Background: an optimization exercise with open tools, aiming at small area and a short achievable clock period. Do not read the settings as production practice.
Only simulation tests tie the RTL to the original design; equivalence was not proved.
No activity file was given, so power comes from the tool's default toggle rates.

--- design.v ---
package alu_pkg;
  localparam int unsigned DATA_W  = 32;
  localparam int unsigned CTRL_W  = 4;
  localparam int unsigned SHAMT_W = 5;
  localparam logic [CTRL_W-1:0] ALU_ADDU = 4'b0000;
  localparam logic [CTRL_W-1:0] ALU_ADD  = 4'b0001;
  localparam logic [CTRL_W-1:0] ALU_AND  = 4'b0010;
  localparam logic [CTRL_W-1:0] ALU_OR   = 4'b0011;
  localparam logic [CTRL_W-1:0] ALU_NOR  = 4'b0101;
  localparam logic [CTRL_W-1:0] ALU_XOR  = 4'b0110;
  localparam logic [CTRL_W-1:0] ALU_SUBU = 4'b1000;
  localparam logic [CTRL_W-1:0] ALU_SUB  = 4'b1001;
  localparam logic [CTRL_W-1:0] ALU_SLTU = 4'b1010;
  localparam logic [CTRL_W-1:0] ALU_SLT  = 4'b1011;
  localparam logic [CTRL_W-1:0] ALU_SLL  = 4'b1100;
  localparam logic [CTRL_W-1:0] ALU_SRL  = 4'b1101;
  localparam logic [CTRL_W-1:0] ALU_SRA  = 4'b1110;
endpackage
module alu_div32
(
  input  logic [alu_pkg::DATA_W-1:0] dividend,
  input  logic [alu_pkg::DATA_W-1:0] divisor,
  input  logic              div_signed,
  output logic [alu_pkg::DATA_W-1:0] quotient_c,
  output logic [alu_pkg::DATA_W-1:0] remainder_c
);
  localparam logic [alu_pkg::DATA_W-1:0] MIN_NEG  = {1'b1, {(alu_pkg::DATA_W-1){1'b0}}};
  localparam logic [alu_pkg::DATA_W-1:0] ALL_ONES = {alu_pkg::DATA_W{1'b1}};
  logic              neg_a;
  logic              neg_b;
  logic [alu_pkg::DATA_W-1:0] mag_a;
  logic [alu_pkg::DATA_W-1:0] mag_b;
  logic [alu_pkg::DATA_W-1:0] safe_b;
  logic [alu_pkg::DATA_W-1:0] mag_q;
  logic [alu_pkg::DATA_W-1:0] mag_r;
  always_comb begin
    neg_a       = div_signed & dividend[alu_pkg::DATA_W-1];
    neg_b       = div_signed & divisor[alu_pkg::DATA_W-1];
    mag_a       = neg_a ? (~dividend + alu_pkg::DATA_W'(1)) : dividend;
    mag_b       = neg_b ? (~divisor + alu_pkg::DATA_W'(1)) : divisor;
    safe_b      = (divisor == '0) ? alu_pkg::DATA_W'(1) : mag_b;
    mag_q       = mag_a / safe_b;
    mag_r       = mag_a % safe_b;
    quotient_c  = (neg_a ^ neg_b) ? (~mag_q + alu_pkg::DATA_W'(1)) : mag_q;
    remainder_c = neg_a ? (~mag_r + alu_pkg::DATA_W'(1)) : mag_r;
    if (divisor == '0) begin
      quotient_c  = ALL_ONES;
      remainder_c = dividend;
    end else if (div_signed && (dividend == MIN_NEG) && (divisor == ALL_ONES)) begin
      quotient_c  = MIN_NEG;
      remainder_c = '0;
    end
  end
endmodule
module alu_unit
#(
  parameter int unsigned WIDTH = 32
) (
  input  logic               clk,
  input  logic               rst_n,
  input  logic               in_valid,
  input  logic [WIDTH-1:0]   rs,
  input  logic [WIDTH-1:0]   rt,
  input  logic [alu_pkg::CTRL_W-1:0]  ctrl,
  input  logic [alu_pkg::SHAMT_W-1:0] sa,
  input  logic               div_signed,
  output logic               out_valid,
  output logic [WIDTH-1:0]   rd,
  output logic               overflow,
  output logic [WIDTH-1:0]   quotient,
  output logic [WIDTH-1:0]   remainder
);
  logic [WIDTH-1:0] sum_c;
  logic [WIDTH-1:0] diff_c;
  logic [WIDTH-1:0] alu_rd_c;
  logic             alu_ovf_c;
  logic [WIDTH-1:0] div_q_c;
  logic [WIDTH-1:0] div_r_c;
  logic             out_valid_q, out_valid_d;
  logic [WIDTH-1:0] rd_q, rd_d;
  logic             overflow_q, overflow_d;
  logic [WIDTH-1:0] quotient_q, quotient_d;
  logic [WIDTH-1:0] remainder_q, remainder_d;
  alu_div32 u_div (
    .dividend    (rs),
    .divisor     (rt),
    .div_signed  (div_signed),
    .quotient_c  (div_q_c),
    .remainder_c (div_r_c)
  );
  always_comb begin
    sum_c     = rs + rt;
    diff_c    = rs - rt;
    alu_rd_c  = '0;
    alu_ovf_c = 1'b0;
    case (ctrl)
      alu_pkg::ALU_ADDU: alu_rd_c = sum_c;
      alu_pkg::ALU_ADD: begin
        alu_rd_c  = sum_c;
        alu_ovf_c = (rs[WIDTH-1] == rt[WIDTH-1]) && (sum_c[WIDTH-1] != rs[WIDTH-1]);
      end
      alu_pkg::ALU_AND:  alu_rd_c = rs & rt;
      alu_pkg::ALU_OR:   alu_rd_c = rs | rt;
      alu_pkg::ALU_NOR:  alu_rd_c = ~(rs | rt);
      alu_pkg::ALU_XOR:  alu_rd_c = rs ^ rt;
      alu_pkg::ALU_SUBU: alu_rd_c = diff_c;
      alu_pkg::ALU_SUB: begin
        alu_rd_c  = diff_c;
        alu_ovf_c = (rs[WIDTH-1] != rt[WIDTH-1]) && (diff_c[WIDTH-1] != rs[WIDTH-1]);
      end
      alu_pkg::ALU_SLTU: alu_rd_c = {{(WIDTH-1){1'b0}}, (rs < rt)};
      alu_pkg::ALU_SLT:  alu_rd_c = {{(WIDTH-1){1'b0}}, ($signed(rs) < $signed(rt))};
      alu_pkg::ALU_SLL:  alu_rd_c = rt << sa;
      alu_pkg::ALU_SRL:  alu_rd_c = rt >> sa;
      alu_pkg::ALU_SRA:  alu_rd_c = $unsigned($signed(rt) >>> sa);
      default: begin
        alu_rd_c  = '0;
        alu_ovf_c = 1'b0;
      end
    endcase
  end
  always_comb begin
    out_valid_d = 1'b0;
    rd_d        = rd_q;
    overflow_d  = overflow_q;
    quotient_d  = quotient_q;
    remainder_d = remainder_q;
    if (in_valid) begin
      out_valid_d = 1'b1;
      rd_d        = alu_rd_c;
      overflow_d  = alu_ovf_c;
      quotient_d  = div_q_c;
      remainder_d = div_r_c;
    end
  end
  always_ff @(posedge clk) begin
    if (!rst_n) begin
      out_valid_q <= 1'b0;
      rd_q        <= '0;
      overflow_q  <= 1'b0;
      quotient_q  <= '0;
      remainder_q <= '0;
    end else begin
      out_valid_q <= out_valid_d;
      rd_q        <= rd_d;
      overflow_q  <= overflow_d;
      quotient_q  <= quotient_d;
      remainder_q <= remainder_d;
    end
  end
  assign out_valid = out_valid_q;
  assign rd        = rd_q;
  assign overflow  = overflow_q;
  assign quotient  = quotient_q;
  assign remainder = remainder_q;
endmodule
--- run.sh ---
#!/bin/bash
# synth_recipe.tcl (not shown) runs the flow's synth.tcl, then flattens the netlist and writes it again
# the make line also repeats each setting of config.mk as NAME=value (left out here)
make -C /OpenROAD-flow-scripts/flow DESIGN_CONFIG=/design/flow/config.mk WORK_HOME=/design/flow/orfs CLKGATE_MAP_FILE= SYNTH_SCRIPT=/design/flow/synth_recipe.tcl finish
--- config.mk ---
export PLATFORM = sky130hd
export DESIGN_NAME = alu_unit
export DESIGN_NICKNAME = alu_unit
export VERILOG_FILES = /design/flow/design.v
export SDC_FILE = /design/flow/constraint.sdc
export NUM_CORES = 4
export LEC_CHECK = 0
export CAP_MARGIN = 20
export CORE_MARGIN = 2
export CORE_UTILIZATION = 40
export SLEW_MARGIN = 20
--- constraint.sdc ---
create_clock -name core_clock -period 100.0 [get_ports {clk}]
set_input_delay 20.0000 -clock core_clock [delete_from_list [all_inputs] [get_ports {clk}]]
set_output_delay 20.0000 -clock core_clock [all_outputs]
set_load 0.01 [all_outputs]
==> run notes <==
Crit Path Category input port to flop; final global-route overflow total 0; average cell area after synthesis around 6.7 sq um; Final Hold Slack between 0.4 and 0.5 ns; f_max 10.4 MHz; nature of the critical path startpoint input port; top cells by area, synth ha_1 17%, a21oi_1 7.3%, nor2_1 6.6%; warning count from the yosys run 2; first-pass GRT wire length roughly 360000 um; Psw roughly 0.6 mW; final setup fails 0; r2r startpoint rd_q[28]$_SDFFE_PN0P_; Final #Nets between 7000 and 8000; Distinct cells, synth about 120; endpoint class of the critical path flop; FF+latch count, synth 98; core area roughly 110000 sq um; Worst slew margin between 10% and 20%; Post-synth top flop dfxtp_1; worst hold path startpoint overflow_q$_SDFFE_PN0P_; gpl congestion roughly 1.1; fin. max-slew vios 0; Post-DP Area about 52000 sq um; Synth area leader ha_1; Area Growth Syn to Fin 15.2%; Top-Level Pins about 180; initial core utilization 40.4%; Finished Layout Cells 8736; clock latency (worst-skew pair) 0.40 ns; Final Critical Period about 96 ns; DRC viols 0; Longest Clk Path Bufs 2; number of hold violations in the final report 0; status complete, no violations; Comb pwr share 90.7%; R2R Path End rd_q[28]$_SDFFE_PN0P_; Flop pwr share around 5.2%; CP max stage cell or4b_2; CTS Sinks slightly below 100; leak pwr roughly 23 nW; fin crit share between 90% and 100%; worst hold endpoint overflow_q$_SDFFE_PN0P_; peak supply drop 0.0328 mV; Vias 57800; Critical Path RT between 100 and 150 ns; maxcap violations 0; detailed placement HPWL about 200000 um; routed vias/inst 6.62; largest net degree at the start of global routing 98; Num CTS Buffers 9; most frequent cell after synthesis nor2_1; WP data arrival a little under 100 ns; wire per inst 29.4 um; layout cell share with drive strength beyond 1 11.8%; Core Util, Final 46.5%; Yosys top cell area share 17.1%; Internal 0.414 mW; Post-synth EDFFs 0; CTS tree yes; worst reg-to-reg path cell count 4; FILL cells between 10000 and 15000; M3 GR Usage 7.44%; Most Crowded Layer GR met2; Die Area about 120000 sq um; most instantiated cells after synthesis 810 x nor2_1, 719 x nand2_1, 673 x a21oi_1; row count about 120; Antenna Nets Post-Route 0; vias in the first global route 53300; hold_buf cts 0; Root Buffer clkbuf_16; CTS clk-pin slew, worst paths 0.07 ns; GRT Util Overall 41.3%; HP Class flop to flop; power share of the clock group around 4.1%; Die Ht 344 um; initial DRC count around 6500; met2 Use GR a little under two thirds; ys async rst share 0%; M1 GR Usage between 50% and 60%; hold path cells 2; sw frac between 50% and 60%; Die Wd 344 um; Cell Area, Synth between 40000 and 50000 sq um; crit-path max cell delay roughly 0.66 ns; Placed Cells incl. Taps a little under 9000; Post-Route WL 257000 um; FF-to-FF setup slack between 90 and 100 ns; H-tree Lvls 3; initial antenna violation count 12; clk_skew 0 ns; port buffer count about 170; syn_nets approximately 7600; Tot Pwr ~1 mW; CP Max Fanout 38; Seq/Total Area, Yosys about 4.2%; Post-Synthesis Cells approximately 6900; DRT Pass-1 Iters 7; PD cells ~19 nW/um^2; CP dominant cell by count ha_1; Slew @ Worst Pin between 1 and 1.5 ns; final instance area roughly 53000 sq um
-- stage by stage --
| stage | setup WS [ns] | setup TNS, ns |
|---|---|---|
| 5_1_grt | -0.238 | -1.98 |
| 4_1_cts | 0.127 | 0 |
| 2_1_floorplan | 2.34 | 0 |
| 3_5_place_dp | -1.29 | -35.88 |
| 3_3_place_gp | -0.814 | -14.51 |
| 6_report | 3.51 | 0 |
-- kinds of logic after synthesis --
| kind of cell | count (synthesis) | share of synthesized area, % |
|---|---|---|
| simple gates | 2592 | 26.5 |
| buf+inv | 583 | 4.94 |
| fa+ha+maj | 634 | 17.2 |
| mux | 187 | 4.58 |
| flops | 98 | 4.24 |
| compound gates | 2378 | 33.6 |
| xor+xnor | 466 | 8.90 |
-- registers in the layout (all words and copies together), names as in the netlist --
register / cells
out_valid_q: 1
rd_q: 32
quotient_q: 32
overflow_q: 1
remainder_q: 32
-- timing repair --
action / 4_1_cts / 5_1_grt
pin swaps: 0 / 21
buffers inserted: 0 / 24
resized for setup: 10 / 216
setup endpoints to repair: 51 / 64
-- worst max-delay path, delay by kind of cell --
kind	cells	cell delay, ns
compound gates	145	32.28
mux	7	2.46
simple gates	114	23.90
xor+xnor	3	0.42
fa+ha+maj	32	9.90
buf+inv	40	7.62
-- routing by layer --
layer  up-vias  share of wire (%)
li1      26400                  -
met2      3157                 42
met5         -              0.045
met3       739                9.4
met4        17                7.0
met1     27500                 41
-- placed cells by master, fill, tap and decap left out, types with 24 or more instances in the layout --
cell type / instances
a211oi_1: 73
a21o_1: 170
a21oi_1: 652
a221o_1: 34
a221oi_1: 34
a22oi_1: 28
a31oi_1: 136
and2_1: 74
and3_1: 65
buf_4: 399
clkdlybuf4s50_1: 146
dfxtp_1: 98
ha_1: 630
inv_1: 254
mux2_2: 43
mux2i_1: 124
nand2_1: 712
nand2b_1: 60
nand3_1: 175
nand4_1: 96
nor2_1: 796
nor2b_1: 67
nor3_1: 192
nor4_1: 42
o211ai_1: 78
o21a_1: 112
o21ai_0: 451
o21ai_1: 24
o21bai_1: 64
o221ai_1: 25
o22ai_1: 39
o31a_1: 26
o31ai_1: 55
or2_2: 58
or3_1: 76
xnor2_1: 288
xor2_1: 156
-- area by class of cell --
class | instances | area (sq um) | share of cell area, %
Clock buffer | 9 | 225 | 0.423
Timing Repair Buffer | 589 | 5000 | 9.38
Antenna cell | 3 | 7.51 | 0.0141
Inverter | 261 | 983 | 1.85
Tap cell | 1512 | 1890 | 3.55
Sequential cell | 98 | 1960 | 3.68
Clock inverter | 7 | 100 | 0.188
Multi-Input combinational cell | 6257 | 43100 | 80.9
-- power by group through the flow --
stage	Sequential, mW	Clock, mW	Combinational (mW)
floorplan	0.0560	0	0.574
global placement	0.0542	0	0.879
detailed placement	0.0542	0	0.877
CTS	0.0533	0.0425	0.883
global route	0.0542	0.0434	0.991
finish	0.0537	0.0416	0.928
-- worst max-delay path by stage --
stage,start,end,cells past startpoint
CTS,rs[7],remainder_q[29]$_SDFFE_PN0P_,341
floorplan,rt[0],quotient_q[30]$_SDFFE_PN0P_,344
global placement,rt[19],remainder_q[29]$_SDFFE_PN0P_,328
detailed placement,rs[7],remainder_q[29]$_SDFFE_PN0P_,329
global route,rt[9],quotient_q[31]$_SDFFE_PN0P_,348
finish,rt[21],quotient_q[31]$_SDFFE_PN0P_,341

-- port drivers added, routing unchanged --
The results above use ideal ports. As a check the final layout listed here was re-extracted and re-timed, cells and wires unchanged.
Step 1 assumes that a clkbuf_16 drives the clock port and a buf_2 every other input.
Step 2 also shifts input and output timing later by t, the mid clock arrival at the registers, as if the neighbouring blocks saw the same clock.
Three values: no drivers, after step 1, after step 2; two values: the first two.
shift t [ns]: 0.477
setup WS [ns]: 3.511 / 3.549 / 3.072
worst setup path at the end: input to register
After both steps this run still meets setup and hold. For this run, drivers alone change the setup slack by +0.038 ns; drivers and shift together by -0.439 ns.
